This is an optimization exercise on Yosys and OpenROAD, whose aim is small area and a short achievable clock period, not a production implementation.
Only simulation tests tie the RTL to the original design; equivalence was not proved.
Power figures rest on the tool's default switching activity, not on a simulated workload.

## flow/design.v (module list and top-level ports; edited modules follow where they fit)
// module mag_fa: 10 lines
// module fft_mag_sq_frame: 715 lines
module fft_mag_sq_frame
#(
  parameter  int FFT_LEN = 64,
  localparam int IDX_W   = $clog2(FFT_LEN)
) (
  input  logic             aclk,
  input  logic             areset,
  input  logic [31:0]      slave_tdata,
  input  logic             slave_tvalid,
  output logic             slave_tready,
  output logic [31:0]      master_tdata,
  output logic             master_tvalid,
  input  logic             master_tready,
  output logic             master_tlast,
  output logic [IDX_W-1:0] peak_bin,
  output logic [31:0]      peak_mag,
  output logic             peak_valid
);
  // ...
==> flow/flow/run.sh <==
#!/bin/bash
set -euo pipefail
bash standard.sh \
  "BUFFER_PORTS_ARGS=-buffer_cell sky130_fd_sc_hd__buf_1" \
  "CTS_ARGS=-sink_clustering_enable -repair_clock_nets -sink_clustering_size 16 -sink_clustering_max_diameter 50 -buf_list sky130_fd_sc_hd__clkbuf_8 -dont_use_dummy_load" \
  finish > standard.log 2>&1
==> flow/standard.sh <==
#!/bin/bash
# synth_recipe.tcl (not shown) runs the flow's synth.tcl, then flattens the netlist and writes it again
# the make line also repeats each setting of config.mk as NAME=value (left out here)
make -C /OpenROAD-flow-scripts/flow DESIGN_CONFIG=/design/flow/config.mk WORK_HOME=/design/flow/orfs CLKGATE_MAP_FILE= SYNTH_SCRIPT=/design/flow/synth_recipe.tcl "${@:-finish}"
==> flow/config.mk <==
export PLATFORM = sky130hd
export DESIGN_NAME = fft_mag_sq_frame
export DESIGN_NICKNAME = fft_mag_sq_frame
export VERILOG_FILES = /design/flow/design.v
export SDC_FILE = /design/flow/constraint.sdc
export NUM_CORES = 4
export LEC_CHECK = 0
export ABC_CLOCK_PERIOD_IN_PS = 2900
export CAP_MARGIN = 20
export CORE_MARGIN = 2
export CORE_UTILIZATION = 40
export CTS_BUF_LIST = sky130_fd_sc_hd__clkbuf_8
export CTS_CLUSTER_DIAMETER = 50
export CTS_CLUSTER_SIZE = 16
export SETUP_SLACK_MARGIN = 4.0
export SLEW_MARGIN = 20
export SYNTH_HIERARCHICAL = 1
export SYNTH_MINIMUM_KEEP_SIZE = 0
export TNS_END_PERCENT = 5
==> flow/constraint.sdc <==
create_clock -name core_clock -period 7.0 [get_ports {aclk}]
set_input_delay 1.4000 -clock core_clock [delete_from_list [all_inputs] [get_ports {aclk}]]
set_output_delay 1.4000 -clock core_clock [all_outputs]
set_load 0.01 [all_outputs]
==> reports/qor.csv, run 1 <==
stage,metric,value,unit
run,cap_viol_max_count,0,
logic_synthesis,ys_ff_latch,220,
drt,final_antenna_net_count,0,
critical_path,crit_start,s1_re_r[4]$_DFFE_PP_,
worst_hold_path,worst_hold_path.endpoint,s3_mag_r[6]$_DFFE_PP_,
run_status,status,finished clean,
logic_synthesis,netlist_top_cells_area,"edfxtp_1, fa_1, dfxtp_1",
critical_path,crit_end,s2_bits_r[29]$_DFFE_PP_,
placement,routabilityCongestion,0.882,
clock_network,clk_pin_slew,0.07,ns
floorplan,die_w,196,microns
logic_synthesis,synth_nets,1503,
global_route,grt_use_met3,3.52,%
worst_hold_path,min_from,s2_bits_r[6]$_DFFE_PP_,
cells_and_area,layout_common_cells,"nand2_1, edfxtp_1, fa_1",
drt,highest_layer,met4,
floorplan,tap-cell-count,468,
global_route,grt_pass1_vias,9980,
timing,clock.fmax,304,MHz
power_and_ir_drop,p_leak,6.49,nW
logic_synthesis,post_synth_fa_ha_maj_area_fraction,32.1,%
placement,dp.cells,1736,
critical_path,crit_fanout,6,
global_route,grt.met2_usage,29.2,%
global_route,grt_usage,18.1,%
cells_and_area,stdcell_area,17000,sq um
==> module fft_mag_sq_frame, before the edit <==
module fft_mag_sq_frame
#(
  parameter  int FFT_LEN = 64,
  localparam int IDX_W   = $clog2(FFT_LEN)
) (
  input  logic             aclk,
  input  logic             areset,
  input  logic [31:0]      slave_tdata,
  input  logic             slave_tvalid,
  output logic             slave_tready,
  output logic [31:0]      master_tdata,
  output logic             master_tvalid,
  input  logic             master_tready,
  output logic             master_tlast,
  output logic [IDX_W-1:0] peak_bin,
  output logic [31:0]      peak_mag,
  output logic             peak_valid
);
  localparam logic [IDX_W-1:0] LAST_IDX = IDX_W'(FFT_LEN - 1);
  logic             en_s, hs_s, first_s, last_s, upd_s;
  logic [15:0]      re_s, im_s, re_abs_s, im_abs_s;
  logic [31:0]      sum_s, mag_s;
  logic [15:0]      tree_a_s, tree_b_s;
  logic             s1_valid_r, s2_valid_r, s3_valid_r;
  logic [15:0]      s1_re_r, s1_im_r;
  logic [31:0]      s3_mag_r;
  logic [IDX_W-1:0] bin_cnt_r;
  logic [31:0]      run_max_r, peak_mag_r;
  logic [IDX_W-1:0] run_bin_r, peak_bin_r;
  logic             peak_valid_r;
  assign tree_a_s = s1_re_r;
  assign tree_b_s = s1_im_r;
  logic [69:0] tree_bits_s, s2_bits_r;
  wire ppa_0_1 = ~(tree_a_s[0] & tree_a_s[1]);
  wire ppa_0_2 = ~(tree_a_s[0] & tree_a_s[2]);
  wire ppa_0_3 = ~(tree_a_s[0] & tree_a_s[3]);
  wire ppa_0_4 = ~(tree_a_s[0] & tree_a_s[4]);
  wire ppa_0_5 = ~(tree_a_s[0] & tree_a_s[5]);
  wire ppa_0_6 = ~(tree_a_s[0] & tree_a_s[6]);
  wire ppa_0_7 = ~(tree_a_s[0] & tree_a_s[7]);
  wire ppa_0_8 = ~(tree_a_s[0] & tree_a_s[8]);
  wire ppa_0_9 = ~(tree_a_s[0] & tree_a_s[9]);
  wire ppa_0_10 = ~(tree_a_s[0] & tree_a_s[10]);
  wire ppa_0_11 = ~(tree_a_s[0] & tree_a_s[11]);
  wire ppa_0_12 = ~(tree_a_s[0] & tree_a_s[12]);
  wire ppa_0_13 = ~(tree_a_s[0] & tree_a_s[13]);
  wire ppa_0_14 = ~(tree_a_s[0] & tree_a_s[14]);
  wire ppa_1_2 = ~(tree_a_s[1] & tree_a_s[2]);
  wire ppa_1_3 = ~(tree_a_s[1] & tree_a_s[3]);
  wire ppa_1_4 = ~(tree_a_s[1] & tree_a_s[4]);
  wire ppa_1_5 = ~(tree_a_s[1] & tree_a_s[5]);
  wire ppa_1_6 = ~(tree_a_s[1] & tree_a_s[6]);
  wire ppa_1_7 = ~(tree_a_s[1] & tree_a_s[7]);
  wire ppa_1_8 = ~(tree_a_s[1] & tree_a_s[8]);
  wire ppa_1_9 = ~(tree_a_s[1] & tree_a_s[9]);
  wire ppa_1_10 = ~(tree_a_s[1] & tree_a_s[10]);
  wire ppa_1_11 = ~(tree_a_s[1] & tree_a_s[11]);
  wire ppa_1_12 = ~(tree_a_s[1] & tree_a_s[12]);
  wire ppa_1_13 = ~(tree_a_s[1] & tree_a_s[13]);
  wire ppa_1_14 = ~(tree_a_s[1] & tree_a_s[14]);
  wire ppa_2_3 = ~(tree_a_s[2] & tree_a_s[3]);
  wire ppa_2_4 = ~(tree_a_s[2] & tree_a_s[4]);
  wire ppa_2_5 = ~(tree_a_s[2] & tree_a_s[5]);
  wire ppa_2_6 = ~(tree_a_s[2] & tree_a_s[6]);
  wire ppa_2_7 = ~(tree_a_s[2] & tree_a_s[7]);
  wire ppa_2_8 = ~(tree_a_s[2] & tree_a_s[8]);
  wire ppa_2_9 = ~(tree_a_s[2] & tree_a_s[9]);
  wire ppa_2_10 = ~(tree_a_s[2] & tree_a_s[10]);
  wire ppa_2_11 = ~(tree_a_s[2] & tree_a_s[11]);
  wire ppa_2_12 = ~(tree_a_s[2] & tree_a_s[12]);
  wire ppa_2_13 = ~(tree_a_s[2] & tree_a_s[13]);
  wire ppa_2_14 = ~(tree_a_s[2] & tree_a_s[14]);
  wire ppa_3_4 = ~(tree_a_s[3] & tree_a_s[4]);
  wire ppa_3_5 = ~(tree_a_s[3] & tree_a_s[5]);
  wire ppa_3_6 = ~(tree_a_s[3] & tree_a_s[6]);
  wire ppa_3_7 = ~(tree_a_s[3] & tree_a_s[7]);
  wire ppa_3_8 = ~(tree_a_s[3] & tree_a_s[8]);
  wire ppa_3_9 = ~(tree_a_s[3] & tree_a_s[9]);
  wire ppa_3_10 = ~(tree_a_s[3] & tree_a_s[10]);
  wire ppa_3_11 = ~(tree_a_s[3] & tree_a_s[11]);
  wire ppa_3_12 = ~(tree_a_s[3] & tree_a_s[12]);
  wire ppa_3_13 = ~(tree_a_s[3] & tree_a_s[13]);
  wire ppa_3_14 = ~(tree_a_s[3] & tree_a_s[14]);
  wire ppa_4_5 = ~(tree_a_s[4] & tree_a_s[5]);
  wire ppa_4_6 = ~(tree_a_s[4] & tree_a_s[6]);
  wire ppa_4_7 = ~(tree_a_s[4] & tree_a_s[7]);
  wire ppa_4_8 = ~(tree_a_s[4] & tree_a_s[8]);
  wire ppa_4_9 = ~(tree_a_s[4] & tree_a_s[9]);
  wire ppa_4_10 = ~(tree_a_s[4] & tree_a_s[10]);
  wire ppa_4_11 = ~(tree_a_s[4] & tree_a_s[11]);
  wire ppa_4_12 = ~(tree_a_s[4] & tree_a_s[12]);
  wire ppa_4_13 = ~(tree_a_s[4] & tree_a_s[13]);
  wire ppa_4_14 = ~(tree_a_s[4] & tree_a_s[14]);
  wire ppa_5_6 = ~(tree_a_s[5] & tree_a_s[6]);
  wire ppa_5_7 = ~(tree_a_s[5] & tree_a_s[7]);
  wire ppa_5_8 = ~(tree_a_s[5] & tree_a_s[8]);
  wire ppa_5_9 = ~(tree_a_s[5] & tree_a_s[9]);
  wire ppa_5_10 = ~(tree_a_s[5] & tree_a_s[10]);
  wire ppa_5_11 = ~(tree_a_s[5] & tree_a_s[11]);
  wire ppa_5_12 = ~(tree_a_s[5] & tree_a_s[12]);
  wire ppa_5_13 = ~(tree_a_s[5] & tree_a_s[13]);
  wire ppa_5_14 = ~(tree_a_s[5] & tree_a_s[14]);
  wire ppa_6_7 = ~(tree_a_s[6] & tree_a_s[7]);
  wire ppa_6_8 = ~(tree_a_s[6] & tree_a_s[8]);
  wire ppa_6_9 = ~(tree_a_s[6] & tree_a_s[9]);
  wire ppa_6_10 = ~(tree_a_s[6] & tree_a_s[10]);
  wire ppa_6_11 = ~(tree_a_s[6] & tree_a_s[11]);
  wire ppa_6_12 = ~(tree_a_s[6] & tree_a_s[12]);
  wire ppa_6_13 = ~(tree_a_s[6] & tree_a_s[13]);
  wire ppa_6_14 = ~(tree_a_s[6] & tree_a_s[14]);
  wire ppa_7_8 = ~(tree_a_s[7] & tree_a_s[8]);
  wire ppa_7_9 = ~(tree_a_s[7] & tree_a_s[9]);
  wire ppa_7_10 = ~(tree_a_s[7] & tree_a_s[10]);
  wire ppa_7_11 = ~(tree_a_s[7] & tree_a_s[11]);
  wire ppa_7_12 = ~(tree_a_s[7] & tree_a_s[12]);
  wire ppa_7_13 = ~(tree_a_s[7] & tree_a_s[13]);
  wire ppa_7_14 = ~(tree_a_s[7] & tree_a_s[14]);
  wire ppa_8_9 = ~(tree_a_s[8] & tree_a_s[9]);
  wire ppa_8_10 = ~(tree_a_s[8] & tree_a_s[10]);
  wire ppa_8_11 = ~(tree_a_s[8] & tree_a_s[11]);
  wire ppa_8_12 = ~(tree_a_s[8] & tree_a_s[12]);
  wire ppa_8_13 = ~(tree_a_s[8] & tree_a_s[13]);
  wire ppa_8_14 = ~(tree_a_s[8] & tree_a_s[14]);
  wire ppa_9_10 = ~(tree_a_s[9] & tree_a_s[10]);
  wire ppa_9_11 = ~(tree_a_s[9] & tree_a_s[11]);
  wire ppa_9_12 = ~(tree_a_s[9] & tree_a_s[12]);
  wire ppa_9_13 = ~(tree_a_s[9] & tree_a_s[13]);
  wire ppa_9_14 = ~(tree_a_s[9] & tree_a_s[14]);
  wire ppa_10_11 = ~(tree_a_s[10] & tree_a_s[11]);
  wire ppa_10_12 = ~(tree_a_s[10] & tree_a_s[12]);
  wire ppa_10_13 = ~(tree_a_s[10] & tree_a_s[13]);
  wire ppa_10_14 = ~(tree_a_s[10] & tree_a_s[14]);
  wire ppa_11_12 = ~(tree_a_s[11] & tree_a_s[12]);
  wire ppa_11_13 = ~(tree_a_s[11] & tree_a_s[13]);
  wire ppa_11_14 = ~(tree_a_s[11] & tree_a_s[14]);
  wire ppa_12_13 = ~(tree_a_s[12] & tree_a_s[13]);
  wire ppa_12_14 = ~(tree_a_s[12] & tree_a_s[14]);
  wire ppa_13_14 = ~(tree_a_s[13] & tree_a_s[14]);
  wire ppb_0_1 = ~(tree_b_s[0] & tree_b_s[1]);
  wire ppb_0_2 = ~(tree_b_s[0] & tree_b_s[2]);
  wire ppb_0_3 = ~(tree_b_s[0] & tree_b_s[3]);
  wire ppb_0_4 = ~(tree_b_s[0] & tree_b_s[4]);
  wire ppb_0_5 = ~(tree_b_s[0] & tree_b_s[5]);
  wire ppb_0_6 = ~(tree_b_s[0] & tree_b_s[6]);
  wire ppb_0_7 = ~(tree_b_s[0] & tree_b_s[7]);
  wire ppb_0_8 = ~(tree_b_s[0] & tree_b_s[8]);
  wire ppb_0_9 = ~(tree_b_s[0] & tree_b_s[9]);
  wire ppb_0_10 = ~(tree_b_s[0] & tree_b_s[10]);
  wire ppb_0_11 = ~(tree_b_s[0] & tree_b_s[11]);
  wire ppb_0_12 = ~(tree_b_s[0] & tree_b_s[12]);
  wire ppb_0_13 = ~(tree_b_s[0] & tree_b_s[13]);
  wire ppb_0_14 = ~(tree_b_s[0] & tree_b_s[14]);
  wire ppb_1_2 = ~(tree_b_s[1] & tree_b_s[2]);
  wire ppb_1_3 = ~(tree_b_s[1] & tree_b_s[3]);
  wire ppb_1_4 = ~(tree_b_s[1] & tree_b_s[4]);
  wire ppb_1_5 = ~(tree_b_s[1] & tree_b_s[5]);
  wire ppb_1_6 = ~(tree_b_s[1] & tree_b_s[6]);
  wire ppb_1_7 = ~(tree_b_s[1] & tree_b_s[7]);
  wire ppb_1_8 = ~(tree_b_s[1] & tree_b_s[8]);
  wire ppb_1_9 = ~(tree_b_s[1] & tree_b_s[9]);
  wire ppb_1_10 = ~(tree_b_s[1] & tree_b_s[10]);
  wire ppb_1_11 = ~(tree_b_s[1] & tree_b_s[11]);
  wire ppb_1_12 = ~(tree_b_s[1] & tree_b_s[12]);
  wire ppb_1_13 = ~(tree_b_s[1] & tree_b_s[13]);
  wire ppb_1_14 = ~(tree_b_s[1] & tree_b_s[14]);
  wire ppb_2_3 = ~(tree_b_s[2] & tree_b_s[3]);
  wire ppb_2_4 = ~(tree_b_s[2] & tree_b_s[4]);
  wire ppb_2_5 = ~(tree_b_s[2] & tree_b_s[5]);
  wire ppb_2_6 = ~(tree_b_s[2] & tree_b_s[6]);
  wire ppb_2_7 = ~(tree_b_s[2] & tree_b_s[7]);
  wire ppb_2_8 = ~(tree_b_s[2] & tree_b_s[8]);
  wire ppb_2_9 = ~(tree_b_s[2] & tree_b_s[9]);
  wire ppb_2_10 = ~(tree_b_s[2] & tree_b_s[10]);
  wire ppb_2_11 = ~(tree_b_s[2] & tree_b_s[11]);
  wire ppb_2_12 = ~(tree_b_s[2] & tree_b_s[12]);
  wire ppb_2_13 = ~(tree_b_s[2] & tree_b_s[13]);
  wire ppb_2_14 = ~(tree_b_s[2] & tree_b_s[14]);
  wire ppb_3_4 = ~(tree_b_s[3] & tree_b_s[4]);
  wire ppb_3_5 = ~(tree_b_s[3] & tree_b_s[5]);
  wire ppb_3_6 = ~(tree_b_s[3] & tree_b_s[6]);
  wire ppb_3_7 = ~(tree_b_s[3] & tree_b_s[7]);
  wire ppb_3_8 = ~(tree_b_s[3] & tree_b_s[8]);
  wire ppb_3_9 = ~(tree_b_s[3] & tree_b_s[9]);
  wire ppb_3_10 = ~(tree_b_s[3] & tree_b_s[10]);
  wire ppb_3_11 = ~(tree_b_s[3] & tree_b_s[11]);
  wire ppb_3_12 = ~(tree_b_s[3] & tree_b_s[12]);
  wire ppb_3_13 = ~(tree_b_s[3] & tree_b_s[13]);
  wire ppb_3_14 = ~(tree_b_s[3] & tree_b_s[14]);
  wire ppb_4_5 = ~(tree_b_s[4] & tree_b_s[5]);
  wire ppb_4_6 = ~(tree_b_s[4] & tree_b_s[6]);
  wire ppb_4_7 = ~(tree_b_s[4] & tree_b_s[7]);
  wire ppb_4_8 = ~(tree_b_s[4] & tree_b_s[8]);
  wire ppb_4_9 = ~(tree_b_s[4] & tree_b_s[9]);
  wire ppb_4_10 = ~(tree_b_s[4] & tree_b_s[10]);
  wire ppb_4_11 = ~(tree_b_s[4] & tree_b_s[11]);
  wire ppb_4_12 = ~(tree_b_s[4] & tree_b_s[12]);
  wire ppb_4_13 = ~(tree_b_s[4] & tree_b_s[13]);
  wire ppb_4_14 = ~(tree_b_s[4] & tree_b_s[14]);
  wire ppb_5_6 = ~(tree_b_s[5] & tree_b_s[6]);
  wire ppb_5_7 = ~(tree_b_s[5] & tree_b_s[7]);
  wire ppb_5_8 = ~(tree_b_s[5] & tree_b_s[8]);
  wire ppb_5_9 = ~(tree_b_s[5] & tree_b_s[9]);
  wire ppb_5_10 = ~(tree_b_s[5] & tree_b_s[10]);
  wire ppb_5_11 = ~(tree_b_s[5] & tree_b_s[11]);
  wire ppb_5_12 = ~(tree_b_s[5] & tree_b_s[12]);
  wire ppb_5_13 = ~(tree_b_s[5] & tree_b_s[13]);
  wire ppb_5_14 = ~(tree_b_s[5] & tree_b_s[14]);
  wire ppb_6_7 = ~(tree_b_s[6] & tree_b_s[7]);
  wire ppb_6_8 = ~(tree_b_s[6] & tree_b_s[8]);
  wire ppb_6_9 = ~(tree_b_s[6] & tree_b_s[9]);
  wire ppb_6_10 = ~(tree_b_s[6] & tree_b_s[10]);
  wire ppb_6_11 = ~(tree_b_s[6] & tree_b_s[11]);
  wire ppb_6_12 = ~(tree_b_s[6] & tree_b_s[12]);
  wire ppb_6_13 = ~(tree_b_s[6] & tree_b_s[13]);
  wire ppb_6_14 = ~(tree_b_s[6] & tree_b_s[14]);
  wire ppb_7_8 = ~(tree_b_s[7] & tree_b_s[8]);
  wire ppb_7_9 = ~(tree_b_s[7] & tree_b_s[9]);
  wire ppb_7_10 = ~(tree_b_s[7] & tree_b_s[10]);
  wire ppb_7_11 = ~(tree_b_s[7] & tree_b_s[11]);
  wire ppb_7_12 = ~(tree_b_s[7] & tree_b_s[12]);
  wire ppb_7_13 = ~(tree_b_s[7] & tree_b_s[13]);
  wire ppb_7_14 = ~(tree_b_s[7] & tree_b_s[14]);
  wire ppb_8_9 = ~(tree_b_s[8] & tree_b_s[9]);
  wire ppb_8_10 = ~(tree_b_s[8] & tree_b_s[10]);
  wire ppb_8_11 = ~(tree_b_s[8] & tree_b_s[11]);
  wire ppb_8_12 = ~(tree_b_s[8] & tree_b_s[12]);
  wire ppb_8_13 = ~(tree_b_s[8] & tree_b_s[13]);
  wire ppb_8_14 = ~(tree_b_s[8] & tree_b_s[14]);
  wire ppb_9_10 = ~(tree_b_s[9] & tree_b_s[10]);
  wire ppb_9_11 = ~(tree_b_s[9] & tree_b_s[11]);
  wire ppb_9_12 = ~(tree_b_s[9] & tree_b_s[12]);
  wire ppb_9_13 = ~(tree_b_s[9] & tree_b_s[13]);
  wire ppb_9_14 = ~(tree_b_s[9] & tree_b_s[14]);
  wire ppb_10_11 = ~(tree_b_s[10] & tree_b_s[11]);
  wire ppb_10_12 = ~(tree_b_s[10] & tree_b_s[12]);
  wire ppb_10_13 = ~(tree_b_s[10] & tree_b_s[13]);
  wire ppb_10_14 = ~(tree_b_s[10] & tree_b_s[14]);
  wire ppb_11_12 = ~(tree_b_s[11] & tree_b_s[12]);
  wire ppb_11_13 = ~(tree_b_s[11] & tree_b_s[13]);
  wire ppb_11_14 = ~(tree_b_s[11] & tree_b_s[14]);
  wire ppb_12_13 = ~(tree_b_s[12] & tree_b_s[13]);
  wire ppb_12_14 = ~(tree_b_s[12] & tree_b_s[14]);
  wire ppb_13_14 = ~(tree_b_s[13] & tree_b_s[14]);
  wire ha0_s = ~(~tree_a_s[6] ^ ~tree_b_s[6]);
  wire ha0_c = ~tree_a_s[6] | ~tree_b_s[6];
  wire fa1_s, fa1_c;
  mag_fa u_fa1 (.a(~tree_a_s[7]), .b(~tree_b_s[7]), .c(ppa_0_13), .s(fa1_s), .co(fa1_c));
  wire ha2_s = ~(ppa_1_12 ^ ppa_2_11);
  wire ha2_c = ppa_1_12 | ppa_2_11;
  wire fa3_s, fa3_c;
  mag_fa u_fa3 (.a(ppa_0_14), .b(ppa_1_13), .c(ppa_2_12), .s(fa3_s), .co(fa3_c));
  wire ha4_s = ~(ppa_3_11 ^ ppa_4_10);
  wire ha4_c = ppa_3_11 | ppa_4_10;
  wire fa5_s, fa5_c;
  mag_fa u_fa5 (.a(~tree_a_s[8]), .b(~tree_b_s[8]), .c(ppa_1_14), .s(fa5_s), .co(fa5_c));
  wire fa6_s, fa6_c;
  mag_fa u_fa6 (.a(ppa_2_13), .b(ppa_3_12), .c(ppa_4_11), .s(fa6_s), .co(fa6_c));
  wire ha7_s = ~(ppa_5_10 ^ ppa_6_9);
  wire ha7_c = ppa_5_10 | ppa_6_9;
  wire fa8_s, fa8_c;
  mag_fa u_fa8 (.a(ppa_2_14), .b(ppa_3_13), .c(ppa_4_12), .s(fa8_s), .co(fa8_c));
  wire fa9_s, fa9_c;
  mag_fa u_fa9 (.a(~tree_a_s[9]), .b(~tree_b_s[9]), .c(ppa_3_14), .s(fa9_s), .co(fa9_c));
  wire ha10_s = ~(~tree_a_s[4] ^ ~tree_b_s[4]);
  wire ha10_c = ~tree_a_s[4] | ~tree_b_s[4];
  wire fa11_s, fa11_c;
  mag_fa u_fa11 (.a(~tree_a_s[5]), .b(~tree_b_s[5]), .c(ppa_0_9), .s(fa11_s), .co(fa11_c));
  wire ha12_s = ~(ppa_1_8 ^ ppa_2_7);
  wire ha12_c = ppa_1_8 | ppa_2_7;
  wire fa13_s, fa13_c;
  mag_fa u_fa13 (.a(ppa_0_10), .b(ppa_1_9), .c(ppa_2_8), .s(fa13_s), .co(fa13_c));
  wire ha14_s = ~(ppa_3_7 ^ ppa_4_6);
  wire ha14_c = ppa_3_7 | ppa_4_6;
  wire fa15_s, fa15_c;
  mag_fa u_fa15 (.a(ppa_0_11), .b(ppa_1_10), .c(ppa_2_9), .s(fa15_s), .co(fa15_c));
  wire fa16_s, fa16_c;
  mag_fa u_fa16 (.a(ppa_3_8), .b(ppa_4_7), .c(ppa_5_6), .s(fa16_s), .co(fa16_c));
  wire fa17_s, fa17_c;
  mag_fa u_fa17 (.a(ppb_0_11), .b(ppb_1_10), .c(ppb_2_9), .s(fa17_s), .co(fa17_c));
  wire fa18_s, fa18_c;
  mag_fa u_fa18 (.a(ppa_0_12), .b(ppa_1_11), .c(ppa_2_10), .s(fa18_s), .co(fa18_c));
  wire fa19_s, fa19_c;
  mag_fa u_fa19 (.a(ppa_3_9), .b(ppa_4_8), .c(ppa_5_7), .s(fa19_s), .co(fa19_c));
  wire fa20_s, fa20_c;
  mag_fa u_fa20 (.a(ppb_0_12), .b(ppb_1_11), .c(ppb_2_10), .s(fa20_s), .co(fa20_c));
  wire ha21_s = ~(ppb_3_9 ^ ppb_4_8);
  wire ha21_c = ppb_3_9 | ppb_4_8;
  wire fa22_s, fa22_c;
  mag_fa u_fa22 (.a(ppa_3_10), .b(ppa_4_9), .c(ppa_5_8), .s(fa22_s), .co(fa22_c));
  wire fa23_s, fa23_c;
  mag_fa u_fa23 (.a(ppa_6_7), .b(ppb_0_13), .c(ppb_1_12), .s(fa23_s), .co(fa23_c));
  wire fa24_s, fa24_c;
  mag_fa u_fa24 (.a(ppb_2_11), .b(ppb_3_10), .c(ppb_4_9), .s(fa24_s), .co(fa24_c));
  wire fa25_s, fa25_c;
  mag_fa u_fa25 (.a(ppb_5_8), .b(ppb_6_7), .c(ha2_s), .s(fa25_s), .co(fa25_c));
  wire fa26_s, fa26_c;
  mag_fa u_fa26 (.a(ppa_5_9), .b(ppa_6_8), .c(ppb_0_14), .s(fa26_s), .co(fa26_c));
  wire fa27_s, fa27_c;
  mag_fa u_fa27 (.a(ppb_1_13), .b(ppb_2_12), .c(ppb_3_11), .s(fa27_s), .co(fa27_c));
  wire fa28_s, fa28_c;
  mag_fa u_fa28 (.a(ppb_4_10), .b(ppb_5_9), .c(ppb_6_8), .s(fa28_s), .co(fa28_c));
  wire fa29_s, fa29_c;
  mag_fa u_fa29 (.a(ha2_c), .b(ha4_s), .c(fa1_c), .s(fa29_s), .co(fa29_c));
  wire fa30_s, fa30_c;
  mag_fa u_fa30 (.a(ppa_7_8), .b(ppb_1_14), .c(ppb_2_13), .s(fa30_s), .co(fa30_c));
  wire fa31_s, fa31_c;
  mag_fa u_fa31 (.a(ppb_3_12), .b(ppb_4_11), .c(ppb_5_10), .s(fa31_s), .co(fa31_c));
  wire fa32_s, fa32_c;
  mag_fa u_fa32 (.a(ppb_6_9), .b(ppb_7_8), .c(ha4_c), .s(fa32_s), .co(fa32_c));
  wire fa33_s, fa33_c;
  mag_fa u_fa33 (.a(ha7_s), .b(fa3_c), .c(fa5_s), .s(fa33_s), .co(fa33_c));
  wire fa34_s, fa34_c;
  mag_fa u_fa34 (.a(ppa_5_11), .b(ppa_6_10), .c(ppa_7_9), .s(fa34_s), .co(fa34_c));
  wire fa35_s, fa35_c;
  mag_fa u_fa35 (.a(ppb_2_14), .b(ppb_3_13), .c(ppb_4_12), .s(fa35_s), .co(fa35_c));
  wire fa36_s, fa36_c;
  mag_fa u_fa36 (.a(ppb_5_11), .b(ppb_6_10), .c(ppb_7_9), .s(fa36_s), .co(fa36_c));
  wire fa37_s, fa37_c;
  mag_fa u_fa37 (.a(ha7_c), .b(fa5_c), .c(fa6_c), .s(fa37_s), .co(fa37_c));
  wire fa38_s, fa38_c;
  mag_fa u_fa38 (.a(ppa_4_13), .b(ppa_5_12), .c(ppa_6_11), .s(fa38_s), .co(fa38_c));
  wire fa39_s, fa39_c;
  mag_fa u_fa39 (.a(ppa_7_10), .b(ppa_8_9), .c(ppb_3_14), .s(fa39_s), .co(fa39_c));
  wire fa40_s, fa40_c;
  mag_fa u_fa40 (.a(ppb_4_13), .b(ppb_5_12), .c(ppb_6_11), .s(fa40_s), .co(fa40_c));
  wire fa41_s, fa41_c;
  mag_fa u_fa41 (.a(ppb_7_10), .b(ppb_8_9), .c(fa8_c), .s(fa41_s), .co(fa41_c));
  wire fa42_s, fa42_c;
  mag_fa u_fa42 (.a(ppa_4_14), .b(ppa_5_13), .c(ppa_6_12), .s(fa42_s), .co(fa42_c));
  wire fa43_s, fa43_c;
  mag_fa u_fa43 (.a(ppa_7_11), .b(ppa_8_10), .c(ppb_4_14), .s(fa43_s), .co(fa43_c));
  wire fa44_s, fa44_c;
  mag_fa u_fa44 (.a(ppb_5_13), .b(ppb_6_12), .c(ppb_7_11), .s(fa44_s), .co(fa44_c));
  wire fa45_s, fa45_c;
  mag_fa u_fa45 (.a(~tree_a_s[10]), .b(~tree_b_s[10]), .c(ppa_5_14), .s(fa45_s), .co(fa45_c));
  wire fa46_s, fa46_c;
  mag_fa u_fa46 (.a(ppa_6_13), .b(ppa_7_12), .c(ppa_8_11), .s(fa46_s), .co(fa46_c));
  wire fa47_s, fa47_c;
  mag_fa u_fa47 (.a(ppa_9_10), .b(ppb_5_14), .c(ppb_6_13), .s(fa47_s), .co(fa47_c));
  wire fa48_s, fa48_c;
  mag_fa u_fa48 (.a(ppa_6_14), .b(ppa_7_13), .c(ppa_8_12), .s(fa48_s), .co(fa48_c));
  wire fa49_s, fa49_c;
  mag_fa u_fa49 (.a(~tree_a_s[11]), .b(~tree_b_s[11]), .c(ppa_7_14), .s(fa49_s), .co(fa49_c));
  wire fa50_s, fa50_c;
  mag_fa u_fa50 (.a(~tree_a_s[3]), .b(~tree_b_s[3]), .c(ppa_0_5), .s(fa50_s), .co(fa50_c));
  wire ha51_s = ~(ppa_0_6 ^ ppa_1_5);
  wire ha51_c = ppa_0_6 | ppa_1_5;
  wire fa52_s, fa52_c;
  mag_fa u_fa52 (.a(ppa_0_7), .b(ppa_1_6), .c(ppa_2_5), .s(fa52_s), .co(fa52_c));
  wire fa53_s, fa53_c;
  mag_fa u_fa53 (.a(ppa_3_4), .b(ppb_0_7), .c(ppb_1_6), .s(fa53_s), .co(fa53_c));
  wire fa54_s, fa54_c;
  mag_fa u_fa54 (.a(ppa_0_8), .b(ppa_1_7), .c(ppa_2_6), .s(fa54_s), .co(fa54_c));
  wire fa55_s, fa55_c;
  mag_fa u_fa55 (.a(ppa_3_5), .b(ppb_0_8), .c(ppb_1_7), .s(fa55_s), .co(fa55_c));
  wire ha56_s = ~(ppb_2_6 ^ ppb_3_5);
  wire ha56_c = ppb_2_6 | ppb_3_5;
  wire fa57_s, fa57_c;
  mag_fa u_fa57 (.a(ppa_3_6), .b(ppa_4_5), .c(ppb_0_9), .s(fa57_s), .co(fa57_c));
  wire fa58_s, fa58_c;
  mag_fa u_fa58 (.a(ppb_1_8), .b(ppb_2_7), .c(ppb_3_6), .s(fa58_s), .co(fa58_c));
  wire fa59_s, fa59_c;
  mag_fa u_fa59 (.a(ppb_4_5), .b(ha12_s), .c(fa11_s), .s(fa59_s), .co(fa59_c));
  wire fa60_s, fa60_c;
  mag_fa u_fa60 (.a(ppb_0_10), .b(ppb_1_9), .c(ppb_2_8), .s(fa60_s), .co(fa60_c));
  wire fa61_s, fa61_c;
  mag_fa u_fa61 (.a(ppb_3_7), .b(ppb_4_6), .c(ha12_c), .s(fa61_s), .co(fa61_c));
  wire fa62_s, fa62_c;
  mag_fa u_fa62 (.a(ha14_s), .b(fa11_c), .c(fa13_s), .s(fa62_s), .co(fa62_c));
  wire fa63_s, fa63_c;
  mag_fa u_fa63 (.a(ppb_3_8), .b(ppb_4_7), .c(ppb_5_6), .s(fa63_s), .co(fa63_c));
  wire fa64_s, fa64_c;
  mag_fa u_fa64 (.a(ha0_s), .b(ha14_c), .c(fa13_c), .s(fa64_s), .co(fa64_c));
  wire fa65_s, fa65_c;
  mag_fa u_fa65 (.a(fa15_s), .b(fa16_s), .c(fa17_s), .s(fa65_s), .co(fa65_c));
  wire fa66_s, fa66_c;
  mag_fa u_fa66 (.a(ppb_5_7), .b(ha0_c), .c(ha21_s), .s(fa66_s), .co(fa66_c));
  wire fa67_s, fa67_c;
  mag_fa u_fa67 (.a(fa15_c), .b(fa16_c), .c(fa17_c), .s(fa67_s), .co(fa67_c));
  wire fa68_s, fa68_c;
  mag_fa u_fa68 (.a(fa18_s), .b(fa19_s), .c(fa20_s), .s(fa68_s), .co(fa68_c));
  wire fa69_s, fa69_c;
  mag_fa u_fa69 (.a(ha21_c), .b(fa18_c), .c(fa19_c), .s(fa69_s), .co(fa69_c));
  wire fa70_s, fa70_c;
  mag_fa u_fa70 (.a(fa20_c), .b(fa22_s), .c(fa23_s), .s(fa70_s), .co(fa70_c));
  wire fa71_s, fa71_c;
  mag_fa u_fa71 (.a(fa24_s), .b(fa1_s), .c(fa25_s), .s(fa71_s), .co(fa71_c));
  wire fa72_s, fa72_c;
  mag_fa u_fa72 (.a(fa22_c), .b(fa23_c), .c(fa24_c), .s(fa72_s), .co(fa72_c));
  wire fa73_s, fa73_c;
  mag_fa u_fa73 (.a(fa26_s), .b(fa27_s), .c(fa28_s), .s(fa73_s), .co(fa73_c));
  wire fa74_s, fa74_c;
  mag_fa u_fa74 (.a(fa3_s), .b(fa25_c), .c(fa29_s), .s(fa74_s), .co(fa74_c));
  wire fa75_s, fa75_c;
  mag_fa u_fa75 (.a(fa26_c), .b(fa27_c), .c(fa28_c), .s(fa75_s), .co(fa75_c));
  wire fa76_s, fa76_c;
  mag_fa u_fa76 (.a(fa30_s), .b(fa31_s), .c(fa6_s), .s(fa76_s), .co(fa76_c));
  wire fa77_s, fa77_c;
  mag_fa u_fa77 (.a(fa32_s), .b(fa29_c), .c(fa33_s), .s(fa77_s), .co(fa77_c));
  wire fa78_s, fa78_c;
  mag_fa u_fa78 (.a(fa30_c), .b(fa31_c), .c(fa34_s), .s(fa78_s), .co(fa78_c));
  wire fa79_s, fa79_c;
  mag_fa u_fa79 (.a(fa35_s), .b(fa36_s), .c(fa8_s), .s(fa79_s), .co(fa79_c));
  wire fa80_s, fa80_c;
  mag_fa u_fa80 (.a(fa32_c), .b(fa37_s), .c(fa33_c), .s(fa80_s), .co(fa80_c));
  wire fa81_s, fa81_c;
  mag_fa u_fa81 (.a(fa34_c), .b(fa35_c), .c(fa36_c), .s(fa81_s), .co(fa81_c));
  wire fa82_s, fa82_c;
  mag_fa u_fa82 (.a(fa38_s), .b(fa39_s), .c(fa40_s), .s(fa82_s), .co(fa82_c));
  wire fa83_s, fa83_c;
  mag_fa u_fa83 (.a(fa9_s), .b(fa37_c), .c(fa41_s), .s(fa83_s), .co(fa83_c));
  wire fa84_s, fa84_c;
  mag_fa u_fa84 (.a(ppb_8_10), .b(fa9_c), .c(fa38_c), .s(fa84_s), .co(fa84_c));
  wire fa85_s, fa85_c;
  mag_fa u_fa85 (.a(fa39_c), .b(fa40_c), .c(fa42_s), .s(fa85_s), .co(fa85_c));
  wire fa86_s, fa86_c;
  mag_fa u_fa86 (.a(fa43_s), .b(fa44_s), .c(fa41_c), .s(fa86_s), .co(fa86_c));
  wire fa87_s, fa87_c;
  mag_fa u_fa87 (.a(ppb_7_12), .b(ppb_8_11), .c(ppb_9_10), .s(fa87_s), .co(fa87_c));
  wire fa88_s, fa88_c;
  mag_fa u_fa88 (.a(fa42_c), .b(fa43_c), .c(fa44_c), .s(fa88_s), .co(fa88_c));
  wire fa89_s, fa89_c;
  mag_fa u_fa89 (.a(fa45_s), .b(fa46_s), .c(fa47_s), .s(fa89_s), .co(fa89_c));
  wire fa90_s, fa90_c;
  mag_fa u_fa90 (.a(ppa_9_11), .b(ppb_6_14), .c(ppb_7_13), .s(fa90_s), .co(fa90_c));
  wire fa91_s, fa91_c;
  mag_fa u_fa91 (.a(ppb_8_12), .b(ppb_9_11), .c(fa45_c), .s(fa91_s), .co(fa91_c));
  wire fa92_s, fa92_c;
  mag_fa u_fa92 (.a(fa46_c), .b(fa47_c), .c(fa48_s), .s(fa92_s), .co(fa92_c));
  wire fa93_s, fa93_c;
  mag_fa u_fa93 (.a(ppa_8_13), .b(ppa_9_12), .c(ppa_10_11), .s(fa93_s), .co(fa93_c));
  wire fa94_s, fa94_c;
  mag_fa u_fa94 (.a(ppb_7_14), .b(ppb_8_13), .c(ppb_9_12), .s(fa94_s), .co(fa94_c));
  wire fa95_s, fa95_c;
  mag_fa u_fa95 (.a(ppb_10_11), .b(fa48_c), .c(fa49_s), .s(fa95_s), .co(fa95_c));
  wire fa96_s, fa96_c;
  mag_fa u_fa96 (.a(ppa_8_14), .b(ppa_9_13), .c(ppa_10_12), .s(fa96_s), .co(fa96_c));
  wire fa97_s, fa97_c;
  mag_fa u_fa97 (.a(ppb_8_14), .b(ppb_9_13), .c(ppb_10_12), .s(fa97_s), .co(fa97_c));
  wire fa98_s, fa98_c;
  mag_fa u_fa98 (.a(~tree_a_s[12]), .b(~tree_b_s[12]), .c(ppa_9_14), .s(fa98_s), .co(fa98_c));
  wire fa99_s, fa99_c;
  mag_fa u_fa99 (.a(ppa_10_13), .b(ppa_11_12), .c(ppb_9_14), .s(fa99_s), .co(fa99_c));
  wire fa100_s, fa100_c;
  mag_fa u_fa100 (.a(~tree_a_s[2]), .b(~tree_b_s[2]), .c(ppa_0_3), .s(fa100_s), .co(fa100_c));
  wire ha101_s = ~(ppa_0_4 ^ ppa_1_3);
  wire ha101_c = ppa_0_4 | ppa_1_3;
  wire fa102_s, fa102_c;
  mag_fa u_fa102 (.a(ppa_1_4), .b(ppa_2_3), .c(ppb_0_5), .s(fa102_s), .co(fa102_c));
  wire ha103_s = ~(ppb_1_4 ^ ppb_2_3);
  wire ha103_c = ppb_1_4 | ppb_2_3;
  wire fa104_s, fa104_c;
  mag_fa u_fa104 (.a(ppa_2_4), .b(ppb_0_6), .c(ppb_1_5), .s(fa104_s), .co(fa104_c));
  wire fa105_s, fa105_c;
  mag_fa u_fa105 (.a(ppb_2_4), .b(ha51_s), .c(fa50_c), .s(fa105_s), .co(fa105_c));
  wire fa106_s, fa106_c;
  mag_fa u_fa106 (.a(ppb_2_5), .b(ppb_3_4), .c(ha10_s), .s(fa106_s), .co(fa106_c));
  wire fa107_s, fa107_c;
  mag_fa u_fa107 (.a(ha51_c), .b(fa52_s), .c(fa53_s), .s(fa107_s), .co(fa107_c));
  wire fa108_s, fa108_c;
  mag_fa u_fa108 (.a(ha10_c), .b(ha56_s), .c(fa52_c), .s(fa108_s), .co(fa108_c));
  wire fa109_s, fa109_c;
  mag_fa u_fa109 (.a(fa53_c), .b(fa54_s), .c(fa55_s), .s(fa109_s), .co(fa109_c));
  wire fa110_s, fa110_c;
  mag_fa u_fa110 (.a(ha56_c), .b(fa54_c), .c(fa55_c), .s(fa110_s), .co(fa110_c));
  wire fa111_s, fa111_c;
  mag_fa u_fa111 (.a(fa57_s), .b(fa58_s), .c(fa59_s), .s(fa111_s), .co(fa111_c));
  wire fa112_s, fa112_c;
  mag_fa u_fa112 (.a(fa57_c), .b(fa58_c), .c(fa60_s), .s(fa112_s), .co(fa112_c));
  wire fa113_s, fa113_c;
  mag_fa u_fa113 (.a(fa61_s), .b(fa59_c), .c(fa62_s), .s(fa113_s), .co(fa113_c));
  wire fa114_s, fa114_c;
  mag_fa u_fa114 (.a(fa60_c), .b(fa63_s), .c(fa61_c), .s(fa114_s), .co(fa114_c));
  wire fa115_s, fa115_c;
  mag_fa u_fa115 (.a(fa64_s), .b(fa62_c), .c(fa65_s), .s(fa115_s), .co(fa115_c));
  wire fa116_s, fa116_c;
  mag_fa u_fa116 (.a(fa63_c), .b(fa66_s), .c(fa64_c), .s(fa116_s), .co(fa116_c));
  wire fa117_s, fa117_c;
  mag_fa u_fa117 (.a(fa67_s), .b(fa65_c), .c(fa68_s), .s(fa117_s), .co(fa117_c));
  wire fa118_s, fa118_c;
  mag_fa u_fa118 (.a(fa66_c), .b(fa67_c), .c(fa69_s), .s(fa118_s), .co(fa118_c));
  wire fa119_s, fa119_c;
  mag_fa u_fa119 (.a(fa68_c), .b(fa70_s), .c(fa71_s), .s(fa119_s), .co(fa119_c));
  wire fa120_s, fa120_c;
  mag_fa u_fa120 (.a(fa69_c), .b(fa72_s), .c(fa70_c), .s(fa120_s), .co(fa120_c));
  wire fa121_s, fa121_c;
  mag_fa u_fa121 (.a(fa73_s), .b(fa71_c), .c(fa74_s), .s(fa121_s), .co(fa121_c));
  wire fa122_s, fa122_c;
  mag_fa u_fa122 (.a(fa72_c), .b(fa75_s), .c(fa73_c), .s(fa122_s), .co(fa122_c));
  wire fa123_s, fa123_c;
  mag_fa u_fa123 (.a(fa76_s), .b(fa74_c), .c(fa77_s), .s(fa123_s), .co(fa123_c));
  wire fa124_s, fa124_c;
  mag_fa u_fa124 (.a(fa75_c), .b(fa76_c), .c(fa78_s), .s(fa124_s), .co(fa124_c));
  wire fa125_s, fa125_c;
  mag_fa u_fa125 (.a(fa79_s), .b(fa77_c), .c(fa80_s), .s(fa125_s), .co(fa125_c));
  wire fa126_s, fa126_c;
  mag_fa u_fa126 (.a(fa81_s), .b(fa78_c), .c(fa79_c), .s(fa126_s), .co(fa126_c));
  wire fa127_s, fa127_c;
  mag_fa u_fa127 (.a(fa82_s), .b(fa80_c), .c(fa83_s), .s(fa127_s), .co(fa127_c));
  wire fa128_s, fa128_c;
  mag_fa u_fa128 (.a(fa81_c), .b(fa84_s), .c(fa82_c), .s(fa128_s), .co(fa128_c));
  wire fa129_s, fa129_c;
  mag_fa u_fa129 (.a(fa85_s), .b(fa86_s), .c(fa83_c), .s(fa129_s), .co(fa129_c));
  wire fa130_s, fa130_c;
  mag_fa u_fa130 (.a(fa87_s), .b(fa84_c), .c(fa88_s), .s(fa130_s), .co(fa130_c));
  wire fa131_s, fa131_c;
  mag_fa u_fa131 (.a(fa85_c), .b(fa89_s), .c(fa86_c), .s(fa131_s), .co(fa131_c));
  wire fa132_s, fa132_c;
  mag_fa u_fa132 (.a(fa87_c), .b(fa90_s), .c(fa88_c), .s(fa132_s), .co(fa132_c));
  wire fa133_s, fa133_c;
  mag_fa u_fa133 (.a(fa91_s), .b(fa89_c), .c(fa92_s), .s(fa133_s), .co(fa133_c));
  wire fa134_s, fa134_c;
  mag_fa u_fa134 (.a(fa90_c), .b(fa93_s), .c(fa94_s), .s(fa134_s), .co(fa134_c));
  wire fa135_s, fa135_c;
  mag_fa u_fa135 (.a(fa91_c), .b(fa92_c), .c(fa95_s), .s(fa135_s), .co(fa135_c));
  wire fa136_s, fa136_c;
  mag_fa u_fa136 (.a(fa49_c), .b(fa93_c), .c(fa94_c), .s(fa136_s), .co(fa136_c));
  wire fa137_s, fa137_c;
  mag_fa u_fa137 (.a(fa96_s), .b(fa97_s), .c(fa95_c), .s(fa137_s), .co(fa137_c));
  wire fa138_s, fa138_c;
  mag_fa u_fa138 (.a(ppb_10_13), .b(ppb_11_12), .c(fa96_c), .s(fa138_s), .co(fa138_c));
  wire fa139_s, fa139_c;
  mag_fa u_fa139 (.a(fa97_c), .b(fa98_s), .c(fa99_s), .s(fa139_s), .co(fa139_c));
  wire fa140_s, fa140_c;
  mag_fa u_fa140 (.a(ppa_10_14), .b(ppa_11_13), .c(ppb_10_14), .s(fa140_s), .co(fa140_c));
  wire fa141_s, fa141_c;
  mag_fa u_fa141 (.a(ppb_11_13), .b(fa98_c), .c(fa99_c), .s(fa141_s), .co(fa141_c));
  wire fa142_s, fa142_c;
  mag_fa u_fa142 (.a(~tree_a_s[13]), .b(~tree_b_s[13]), .c(ppa_11_14), .s(fa142_s), .co(fa142_c));
  wire fa143_s, fa143_c;
  mag_fa u_fa143 (.a(ppa_12_13), .b(ppb_11_14), .c(ppb_12_13), .s(fa143_s), .co(fa143_c));
  wire ha144_s = ~(~tree_a_s[1] ^ ~tree_b_s[1]);
  wire ha144_c = ~tree_a_s[1] | ~tree_b_s[1];
  wire ha145_s = ~(ppa_1_2 ^ ppb_0_3);
  wire ha145_c = ppa_1_2 | ppb_0_3;
  wire fa146_s, fa146_c;
  mag_fa u_fa146 (.a(ppb_0_4), .b(ppb_1_3), .c(ha101_s), .s(fa146_s), .co(fa146_c));
  wire fa147_s, fa147_c;
  mag_fa u_fa147 (.a(ha101_c), .b(ha103_s), .c(fa102_s), .s(fa147_s), .co(fa147_c));
  wire fa148_s, fa148_c;
  mag_fa u_fa148 (.a(ha103_c), .b(fa102_c), .c(fa104_s), .s(fa148_s), .co(fa148_c));
  wire fa149_s, fa149_c;
  mag_fa u_fa149 (.a(fa104_c), .b(fa106_s), .c(fa105_c), .s(fa149_s), .co(fa149_c));
  wire fa150_s, fa150_c;
  mag_fa u_fa150 (.a(fa106_c), .b(fa108_s), .c(fa107_c), .s(fa150_s), .co(fa150_c));
  wire fa151_s, fa151_c;
  mag_fa u_fa151 (.a(fa108_c), .b(fa110_s), .c(fa109_c), .s(fa151_s), .co(fa151_c));
  wire fa152_s, fa152_c;
  mag_fa u_fa152 (.a(fa110_c), .b(fa112_s), .c(fa111_c), .s(fa152_s), .co(fa152_c));
  wire fa153_s, fa153_c;
  mag_fa u_fa153 (.a(fa112_c), .b(fa114_s), .c(fa113_c), .s(fa153_s), .co(fa153_c));
  wire fa154_s, fa154_c;
  mag_fa u_fa154 (.a(fa114_c), .b(fa116_s), .c(fa115_c), .s(fa154_s), .co(fa154_c));
  wire fa155_s, fa155_c;
  mag_fa u_fa155 (.a(fa116_c), .b(fa117_c), .c(fa118_s), .s(fa155_s), .co(fa155_c));
  wire fa156_s, fa156_c;
  mag_fa u_fa156 (.a(fa118_c), .b(fa120_s), .c(fa119_c), .s(fa156_s), .co(fa156_c));
  wire fa157_s, fa157_c;
  mag_fa u_fa157 (.a(fa120_c), .b(fa122_s), .c(fa121_c), .s(fa157_s), .co(fa157_c));
  wire fa158_s, fa158_c;
  mag_fa u_fa158 (.a(fa122_c), .b(fa124_s), .c(fa125_s), .s(fa158_s), .co(fa158_c));
  wire fa159_s, fa159_c;
  mag_fa u_fa159 (.a(fa124_c), .b(fa126_s), .c(fa125_c), .s(fa159_s), .co(fa159_c));
  wire fa160_s, fa160_c;
  mag_fa u_fa160 (.a(fa126_c), .b(fa128_s), .c(fa129_s), .s(fa160_s), .co(fa160_c));
  wire fa161_s, fa161_c;
  mag_fa u_fa161 (.a(fa128_c), .b(fa130_s), .c(fa131_s), .s(fa161_s), .co(fa161_c));
  wire fa162_s, fa162_c;
  mag_fa u_fa162 (.a(fa132_s), .b(fa130_c), .c(fa133_s), .s(fa162_s), .co(fa162_c));
  wire fa163_s, fa163_c;
  mag_fa u_fa163 (.a(fa134_s), .b(fa132_c), .c(fa133_c), .s(fa163_s), .co(fa163_c));
  wire fa164_s, fa164_c;
  mag_fa u_fa164 (.a(fa136_s), .b(fa134_c), .c(fa135_c), .s(fa164_s), .co(fa164_c));
  wire fa165_s, fa165_c;
  mag_fa u_fa165 (.a(fa136_c), .b(fa138_s), .c(fa139_s), .s(fa165_s), .co(fa165_c));
  wire fa166_s, fa166_c;
  mag_fa u_fa166 (.a(fa140_s), .b(fa138_c), .c(fa141_s), .s(fa166_s), .co(fa166_c));
  wire fa167_s, fa167_c;
  mag_fa u_fa167 (.a(fa140_c), .b(fa142_s), .c(fa143_s), .s(fa167_s), .co(fa167_c));
  wire fa168_s, fa168_c;
  mag_fa u_fa168 (.a(ppa_12_14), .b(ppb_12_14), .c(fa142_c), .s(fa168_s), .co(fa168_c));
  wire fa169_s, fa169_c;
  mag_fa u_fa169 (.a(~tree_a_s[14]), .b(~tree_b_s[14]), .c(ppa_13_14), .s(fa169_s), .co(fa169_c));
  wire ha170_s = ~(ppa_0_1 ^ ppb_0_1);
  wire ha170_c = ppa_0_1 | ppb_0_1;
  wire fa171_s, fa171_c;
  mag_fa u_fa171 (.a(ppa_0_2), .b(ppb_0_2), .c(ha144_c), .s(fa171_s), .co(fa171_c));
  wire fa172_s, fa172_c;
  mag_fa u_fa172 (.a(ppb_1_2), .b(ha145_s), .c(fa100_s), .s(fa172_s), .co(fa172_c));
  wire fa173_s, fa173_c;
  mag_fa u_fa173 (.a(ha145_c), .b(fa100_c), .c(fa146_s), .s(fa173_s), .co(fa173_c));
  wire fa174_s, fa174_c;
  mag_fa u_fa174 (.a(fa50_s), .b(fa146_c), .c(fa147_s), .s(fa174_s), .co(fa174_c));
  wire fa175_s, fa175_c;
  mag_fa u_fa175 (.a(fa105_s), .b(fa147_c), .c(fa148_s), .s(fa175_s), .co(fa175_c));
  wire fa176_s, fa176_c;
  mag_fa u_fa176 (.a(fa148_c), .b(fa107_s), .c(fa149_s), .s(fa176_s), .co(fa176_c));
  wire fa177_s, fa177_c;
  mag_fa u_fa177 (.a(fa109_s), .b(fa149_c), .c(fa150_s), .s(fa177_s), .co(fa177_c));
  wire fa178_s, fa178_c;
  mag_fa u_fa178 (.a(fa150_c), .b(fa151_s), .c(fa111_s), .s(fa178_s), .co(fa178_c));
  wire fa179_s, fa179_c;
  mag_fa u_fa179 (.a(fa151_c), .b(fa113_s), .c(fa152_s), .s(fa179_s), .co(fa179_c));
  wire fa180_s, fa180_c;
  mag_fa u_fa180 (.a(fa115_s), .b(fa152_c), .c(fa153_s), .s(fa180_s), .co(fa180_c));
  wire fa181_s, fa181_c;
  mag_fa u_fa181 (.a(fa117_s), .b(fa153_c), .c(fa154_s), .s(fa181_s), .co(fa181_c));
  wire fa182_s, fa182_c;
  mag_fa u_fa182 (.a(fa119_s), .b(fa154_c), .c(fa155_s), .s(fa182_s), .co(fa182_c));
  wire lo183_s = ~(~tree_a_s[0] ^ ~tree_b_s[0]);
  wire lo183_c = ~tree_a_s[0] | ~tree_b_s[0];
  wire lo184_s = ~(ha170_s ^ ha144_s);
  wire lo184_c = ha170_s | ha144_s;
  wire lo185_s, lo185_c;
  mag_fa u_lo185 (.a(fa171_s), .b(ha170_c), .c(lo184_c), .s(lo185_s), .co(lo185_c));
  wire lo186_s, lo186_c;
  mag_fa u_lo186 (.a(fa172_s), .b(fa171_c), .c(lo185_c), .s(lo186_s), .co(lo186_c));
  wire lo187_s, lo187_c;
  mag_fa u_lo187 (.a(fa173_s), .b(fa172_c), .c(lo186_c), .s(lo187_s), .co(lo187_c));
  wire lo188_s, lo188_c;
  mag_fa u_lo188 (.a(fa174_s), .b(fa173_c), .c(lo187_c), .s(lo188_s), .co(lo188_c));
  assign tree_bits_s = {lo188_c, ~tree_b_s[15], ~tree_a_s[15], fa169_c, fa168_c, fa169_s, ppb_13_14, fa167_c, fa168_s, fa143_c, fa166_c, fa167_s, fa141_c, fa166_s, fa165_c, fa139_c, fa164_c, fa165_s, fa137_c, fa164_s, fa163_c, fa137_s, fa162_c, fa163_s, fa135_s, fa161_c, fa162_s, fa131_c, fa160_c, fa161_s, fa129_c, fa160_s, fa159_c, fa127_c, fa159_s, fa158_c, fa127_s, fa158_s, fa157_c, fa123_c, fa157_s, fa156_c, fa123_s, fa182_c, fa156_s, fa121_s, fa155_c, fa181_c, fa182_s, fa180_c, fa181_s, fa179_c, fa180_s, fa178_c, fa179_s, fa177_c, fa178_s, fa176_c, fa177_s, fa175_c, fa176_s, fa174_c, fa175_s, lo188_s, lo187_s, lo186_s, lo185_s, lo184_s, lo183_c, lo183_s};
  assign en_s         = master_tready;
  assign slave_tready = master_tready;
  assign re_s     = slave_tdata[15:0];
  assign im_s     = slave_tdata[31:16];
  assign re_abs_s = re_s[15] ? (~re_s + 16'd1) : re_s;
  assign im_abs_s = im_s[15] ? (~im_s + 16'd1) : im_s;
  always_ff @(posedge aclk) begin
    if (areset) begin
      s1_valid_r <= 1'b0;
      s2_valid_r <= 1'b0;
      s3_valid_r <= 1'b0;
    end else if (en_s) begin
      s1_valid_r <= slave_tvalid;
      s2_valid_r <= s1_valid_r;
      s3_valid_r <= s2_valid_r;
    end
  end
  always_ff @(posedge aclk) begin
    if (en_s) begin
      s1_re_r   <= re_abs_s;
      s1_im_r   <= im_abs_s;
      s2_bits_r <= tree_bits_s;
      s3_mag_r  <= sum_s;
    end
  end
  wire pf189_s, pf189_c;
  mag_fa u_pf189 (.a(s2_bits_r[23]), .b(s2_bits_r[24]), .c(s2_bits_r[25]), .s(pf189_s), .co(pf189_c));
  wire pf190_s, pf190_c;
  mag_fa u_pf190 (.a(s2_bits_r[27]), .b(s2_bits_r[28]), .c(s2_bits_r[29]), .s(pf190_s), .co(pf190_c));
  wire pf191_s, pf191_c;
  mag_fa u_pf191 (.a(s2_bits_r[30]), .b(s2_bits_r[31]), .c(s2_bits_r[32]), .s(pf191_s), .co(pf191_c));
  wire pf192_s, pf192_c;
  mag_fa u_pf192 (.a(s2_bits_r[33]), .b(s2_bits_r[34]), .c(s2_bits_r[35]), .s(pf192_s), .co(pf192_c));
  wire pf193_s, pf193_c;
  mag_fa u_pf193 (.a(s2_bits_r[36]), .b(s2_bits_r[37]), .c(s2_bits_r[38]), .s(pf193_s), .co(pf193_c));
  wire pf194_s, pf194_c;
  mag_fa u_pf194 (.a(s2_bits_r[39]), .b(s2_bits_r[40]), .c(s2_bits_r[41]), .s(pf194_s), .co(pf194_c));
  wire pf195_s, pf195_c;
  mag_fa u_pf195 (.a(s2_bits_r[42]), .b(s2_bits_r[43]), .c(s2_bits_r[44]), .s(pf195_s), .co(pf195_c));
  wire pf196_s, pf196_c;
  mag_fa u_pf196 (.a(s2_bits_r[45]), .b(s2_bits_r[46]), .c(s2_bits_r[47]), .s(pf196_s), .co(pf196_c));
  wire pf197_s, pf197_c;
  mag_fa u_pf197 (.a(s2_bits_r[48]), .b(s2_bits_r[49]), .c(s2_bits_r[50]), .s(pf197_s), .co(pf197_c));
  wire pf198_s, pf198_c;
  mag_fa u_pf198 (.a(s2_bits_r[51]), .b(s2_bits_r[52]), .c(s2_bits_r[53]), .s(pf198_s), .co(pf198_c));
  wire pf199_s, pf199_c;
  mag_fa u_pf199 (.a(s2_bits_r[54]), .b(s2_bits_r[55]), .c(s2_bits_r[56]), .s(pf199_s), .co(pf199_c));
  wire pf200_s, pf200_c;
  mag_fa u_pf200 (.a(s2_bits_r[57]), .b(s2_bits_r[58]), .c(s2_bits_r[59]), .s(pf200_s), .co(pf200_c));
  wire pf201_s, pf201_c;
  mag_fa u_pf201 (.a(s2_bits_r[60]), .b(s2_bits_r[61]), .c(s2_bits_r[62]), .s(pf201_s), .co(pf201_c));
  wire pf202_s, pf202_c;
  mag_fa u_pf202 (.a(s2_bits_r[63]), .b(s2_bits_r[64]), .c(s2_bits_r[65]), .s(pf202_s), .co(pf202_c));
  assign sum_s[6:0] = ~{s2_bits_r[6], s2_bits_r[5], s2_bits_r[4], s2_bits_r[3], s2_bits_r[2], s2_bits_r[1], s2_bits_r[0]};
  assign sum_s[31:7] = ~({1'b1, s2_bits_r[67], s2_bits_r[66], pf202_s, pf201_s, pf200_s, pf199_s, pf198_s, pf197_s, pf196_s, pf195_s, pf194_s, pf193_s, pf192_s, pf191_s, pf190_s, pf189_s, s2_bits_r[21], s2_bits_r[19], s2_bits_r[17], s2_bits_r[15], s2_bits_r[13], s2_bits_r[11], s2_bits_r[9], s2_bits_r[7]} + {1'b1, s2_bits_r[68], pf202_c, pf201_c, pf200_c, pf199_c, pf198_c, pf197_c, pf196_c, pf195_c, pf194_c, pf193_c, pf192_c, pf191_c, pf190_c, pf189_c, s2_bits_r[26], s2_bits_r[22], s2_bits_r[20], s2_bits_r[18], s2_bits_r[16], s2_bits_r[14], s2_bits_r[12], s2_bits_r[10], s2_bits_r[8]} + 25'(s2_bits_r[69]));
  assign mag_s = s3_mag_r;
  assign hs_s    = s3_valid_r && master_tready;
  assign first_s = (bin_cnt_r == {IDX_W{1'b0}});
  assign last_s  = (bin_cnt_r == LAST_IDX);
  always_ff @(posedge aclk) begin
    if (areset) begin
      bin_cnt_r <= {IDX_W{1'b0}};
    end else if (hs_s) begin
      bin_cnt_r <= bin_cnt_r + IDX_W'(1);
    end
  end
  assign upd_s = first_s || (mag_s > run_max_r);
  always_ff @(posedge aclk) begin
    if (hs_s && upd_s) begin
      run_max_r <= mag_s;
      run_bin_r <= bin_cnt_r;
    end
  end
  always_ff @(posedge aclk) begin
    if (peak_valid_r) begin
      peak_mag_r <= run_max_r;
      peak_bin_r <= run_bin_r;
    end
  end
  always_ff @(posedge aclk) begin
    if (areset) begin
      peak_valid_r <= 1'b0;
    end else begin
      peak_valid_r <= hs_s && last_s;
    end
  end
  assign master_tvalid = s3_valid_r;
  assign master_tdata  = mag_s;
  assign master_tlast  = last_s;
  assign peak_bin      = peak_valid_r ? run_bin_r : peak_bin_r;
  assign peak_mag      = peak_valid_r ? run_max_r : peak_mag_r;
  assign peak_valid    = peak_valid_r;
endmodule
==> run 2, diff against run 1 <==
--- a/flow/design.v
+++ b/flow/design.v
@@ -11,6 +11,14 @@
   assign s  = a ^ b ^ c;
   assign co = (a & b) | (a & c) | (b & c);
 endmodule
+module mag_hold (
+  input  logic        en,
+  input  logic [15:0] d,
+  input  logic [15:0] q,
+  output logic [15:0] y
+);
+  assign y = en ? d : q;
+endmodule
 module fft_mag_sq_frame
 #(
   parameter  int FFT_LEN = 64,
@@ -31,7 +39,7 @@
 );
   localparam logic [IDX_W-1:0] LAST_IDX = IDX_W'(FFT_LEN - 1);
   logic             en_s, hs_s, first_s, last_s, upd_s;
-  logic [15:0]      re_s, im_s, re_abs_s, im_abs_s;
+  logic [15:0]      re_s, im_s, re_abs_s, im_abs_s, re_hold_s, im_hold_s;
   logic [31:0]      sum_s, mag_s;
   logic [15:0]      tree_a_s, tree_b_s;
   logic             s1_valid_r, s2_valid_r, s3_valid_r;
@@ -650,10 +658,14 @@
       s3_valid_r <= s2_valid_r;
     end
   end
+  mag_hold u_re_hold (.en(en_s), .d(re_abs_s), .q(s1_re_r), .y(re_hold_s));
+  mag_hold u_im_hold (.en(en_s), .d(im_abs_s), .q(s1_im_r), .y(im_hold_s));
+  always_ff @(posedge aclk) begin
+    s1_re_r <= re_hold_s;
+    s1_im_r <= im_hold_s;
+  end
   always_ff @(posedge aclk) begin
     if (en_s) begin
-      s1_re_r   <= re_abs_s;
-      s1_im_r   <= im_abs_s;
       s2_bits_r <= tree_bits_s;
       s3_mag_r  <= sum_s;
     end
--- a/flow/config.mk
+++ b/flow/config.mk
@@ -5,14 +5,14 @@
 export SDC_FILE = /design/flow/constraint.sdc
 export NUM_CORES = 4
 export LEC_CHECK = 0
-export ABC_CLOCK_PERIOD_IN_PS = 2900
+export ABC_CLOCK_PERIOD_IN_PS = 3000
 export CAP_MARGIN = 20
 export CORE_MARGIN = 2
 export CORE_UTILIZATION = 40
 export CTS_BUF_LIST = sky130_fd_sc_hd__clkbuf_8
 export CTS_CLUSTER_DIAMETER = 50
 export CTS_CLUSTER_SIZE = 16
-export SETUP_SLACK_MARGIN = 4.0
+export SETUP_SLACK_MARGIN = 3.85
 export SLEW_MARGIN = 20
 export SYNTH_HIERARCHICAL = 1
 export SYNTH_MINIMUM_KEEP_SIZE = 0
==> reports/qor.csv, run 2 <==
stage,metric,value,unit,change
logic_synthesis,synthFlopType,edfxtp_1,,
logic_synthesis,netlist_top_cells_area,"edfxtp_1, fa_1, dfxtp_1",,
logic_synthesis,synth_edf_count,140,,
drt,routed-via-count,9350,,
critical_path,worstPathRequired,7.29,ns,
clock_network,clk_latency,0.58,ns,
timing,worst_pin_slew,0.858,ns,
drt,wl_met1,14.9,mm,
critical_path,critPathMaxStageDelay,0.56,ns,
clock_network,clk_pin_slew,0.06,ns,about the same
drt,highest_layer,met4,,
placement,dp.cells,1771,,+2.0%
power_and_ir_drop,ir_drop,0.000223,V,
clock_network,cts_root_buffer,clkbuf_8,,
critical_path,slowest_stage,fa_1,,
timing,clock.fmax,305,MHz,+0.55%
drt,wl_met2,14.9,mm,
drt,drt_iter0_drc,602,,
clock_network,cts_inserted_buffers,28,,
logic_synthesis,syn_area_per_cell,12.0,sq um,
run,cap_viol_max_count,0,,unchanged
logic_synthesis,yosysMostFrequentCell,nand2_1,,
cells_and_area,layout_common_cells,"nand2_1, fa_1, edfxtp_1",,
placement,port_buffers,109,,
power_and_ir_drop,p_sw_share,42.1,%,
global_route,grt_antenna_before_repair,0,,
global_route,grt_pass1_vias,9825,,-1.6%
logic_synthesis,synthCells,1239,,
cells_and_area,final_common_cell,nand2_1,,
global_route,grt_first_pass_wirelength,53.4,mm,
worst_hold_path,worstHoldPathType,flop to flop,,
timing,setup_viol,0,,
global_route,grt_overflow_total,0,,
logic_synthesis,yosysTopAreaCellShare,28.3,%,
floorplan,die_w,197,microns,+0.61%
floorplan,core_area,36600,sq um,
logic_synthesis,seq_area_frac_synth,39.1,%,
drt,drt-pass1-iter-count,5,,
drt,drc_errors,0,,
global_route,grt_usage,17.7,%,-0.42 points
critical_path,crit_path_end_kind,flop,,
logic_synthesis,synth_cell_types,56,,
power_and_ir_drop,p_leak,6.31,nW,-2.9%
critical_path,crit_family,adder cells,,
drt,wl_met3,2.63,mm,
power_and_ir_drop,power_density,459,nW/um^2,
cells_and_area,nNetsFinal,1681,,
drt,vias_per_cell,5.06,,
cells_and_area,area_delta_synth_final,11.4,%,
drt,final_antenna_net_count,0,,unchanged
clock_network,cts_num_sinks,220,,
power_and_ir_drop,power_frac_comb,59.1,%,
floorplan,rows,70,,
floorplan,die-area,38700,sq um,
logic_synthesis,ys_ff_latch,220,,unchanged
logic_synthesis,synth_nets,1539,,+2.4%
run_status,status,finished clean,,
cells_and_area,largest_reg_flops,70,,
critical_path,crit_fanout,6,,unchanged
floorplan,start_util,40.6,%,
placement,routabilityCongestion,0.893,,+1.3%
power_and_ir_drop,power_frac_clock,10.1,%,
cells_and_area,stdcell_count,1848,,
clock_network,cts_tree,done,,
floorplan,io_pins,110,,
cells_and_area,largest_register,s2_bits_r,,
critical_path,critPathBufInv,1,,
logic_synthesis,synthArstFlopShare,0,%,
global_route,grt_max_degree,60,,
timing,grt_setup_unrepaired,true,,
clock_network,hold_buffers,0,,
## run 2: cell types whose count changed in the layout (fill, tap and decap cells not counted), moves of 10 or more
| cell | change |
|---|---|
| buf_6 | -20 |
| edfxtp_1 | -32 |
| mux2_2 | +17 |
| dfxtp_4 | +26 |
| buf_4 | -21 |
| fa_1 | +18 |
| nand2_1 | +11 |
| inv_1 | +10 |
| fa_2 | -18 |
| mux2_4 | +15 |
| o21ai_1 | +11 |
## run 2: stage by stage
| step | hold slack (ns) | util (%) | total power [mW] | instance area [sq um] | setup WS (ns) |
|---|---|---|---|---|---|
| after floorplan | 0.425 | - | 5.51 | 14900 | 3.68 |
| after global placement | 0.458 | 42.7 | 6.65 | 15600 | 3.35 |
| after detailed placement | 0.460 | 42.7 | 6.79 | 15600 | 3.29 |
| after CTS | 0.476 | 45.2 | 7.65 | 16500 | 3.71 |
| after global routing | 0.487 | 45.2 | 8.33 | 16500 | 3.67 |
| final | 0.472 | 45.2 | 7.60 | 16500 | 3.72 |
## run 2: final cells by class
| type | count | area (sq um) |
|---|---|---|
| antenna | 1 | 2.50 |
| clock buffer | 28 | 385 |
| fill | 3436 | 20100 |
| inverter | 111 | 417 |
| multi-input combinational | 859 | 8390 |
| sequential | 220 | 5910 |
| tap | 468 | 586 |
| timing repair buffer | 161 | 857 |
## run 2: per-module statistics from Yosys, one instance, submodules excluded
module	cells inside	times used
fft_mag_sq_frame	1017	1
mag_fa	1	186
mag_hold	18	2
## run 2: timing repair
item	4_1_cts	5_1_grt
gates resized for setup	60	0
endpoints found under the setup margin	91	46
setup buffers	47	1
pin swaps	3	1
## run 2: per-layer routing
| layer | vias to the layer above | GRT usage (%) |
|---|---|---|
| met5 | - | 0 |
| met4 | 0 | 5.40 |
| met3 | 58 | 3.35 |
| met2 | 318 | 28.3 |
| met1 | 4597 | 24.6 |
| li1 | 4377 | - |
## run 2: final timing paths
check                         startpoint                      end  slack, ns  cells past startpoint
setup / recovery      s1_re_r[0]$_DFF_P_  s2_bits_r[17]$_DFFE_PP_       3.72                      7
hold / removal    peak_mag_r[19]$_DFF_P_   peak_mag_r[19]$_DFF_P_       0.47                      1
setup reg to reg      s1_re_r[0]$_DFF_P_  s2_bits_r[17]$_DFFE_PP_       3.72                      7
hold reg to reg   peak_mag_r[19]$_DFF_P_   peak_mag_r[19]$_DFF_P_       0.47                      1
## run 2: kinds of logic after synthesis
group	share of synthesized area, %
adder cells (fa/ha/maj)	31.7
multiplexers	6.08
AND/OR/NAND/NOR	10.6
XOR/XNOR	2.95
AO/OA/AOI/OAI	5.05
buffers and inverters	4.52
flip-flops	39.1
## run 2: power groups by stage
stage	Combinational, mW	Clock (mW)	Sequential, mW
2_1_floorplan	3.21	0	2.30
3_3_place_gp	4.24	0	2.42
3_5_place_dp	4.36	0	2.43
4_1_cts	4.50	0.805	2.35
5_1_grt	5.09	0.850	2.39
6_report	4.49	0.766	2.34

Re-timed with assumed drivers on the ports (clkbuf_16 on the clock, buf_2 on other inputs), run 2 has 3.709 ns of setup slack against 3.724 ns with ideal ports, and 3.412 ns once port delays also move by the mid clock arrival of 0.595 ns.
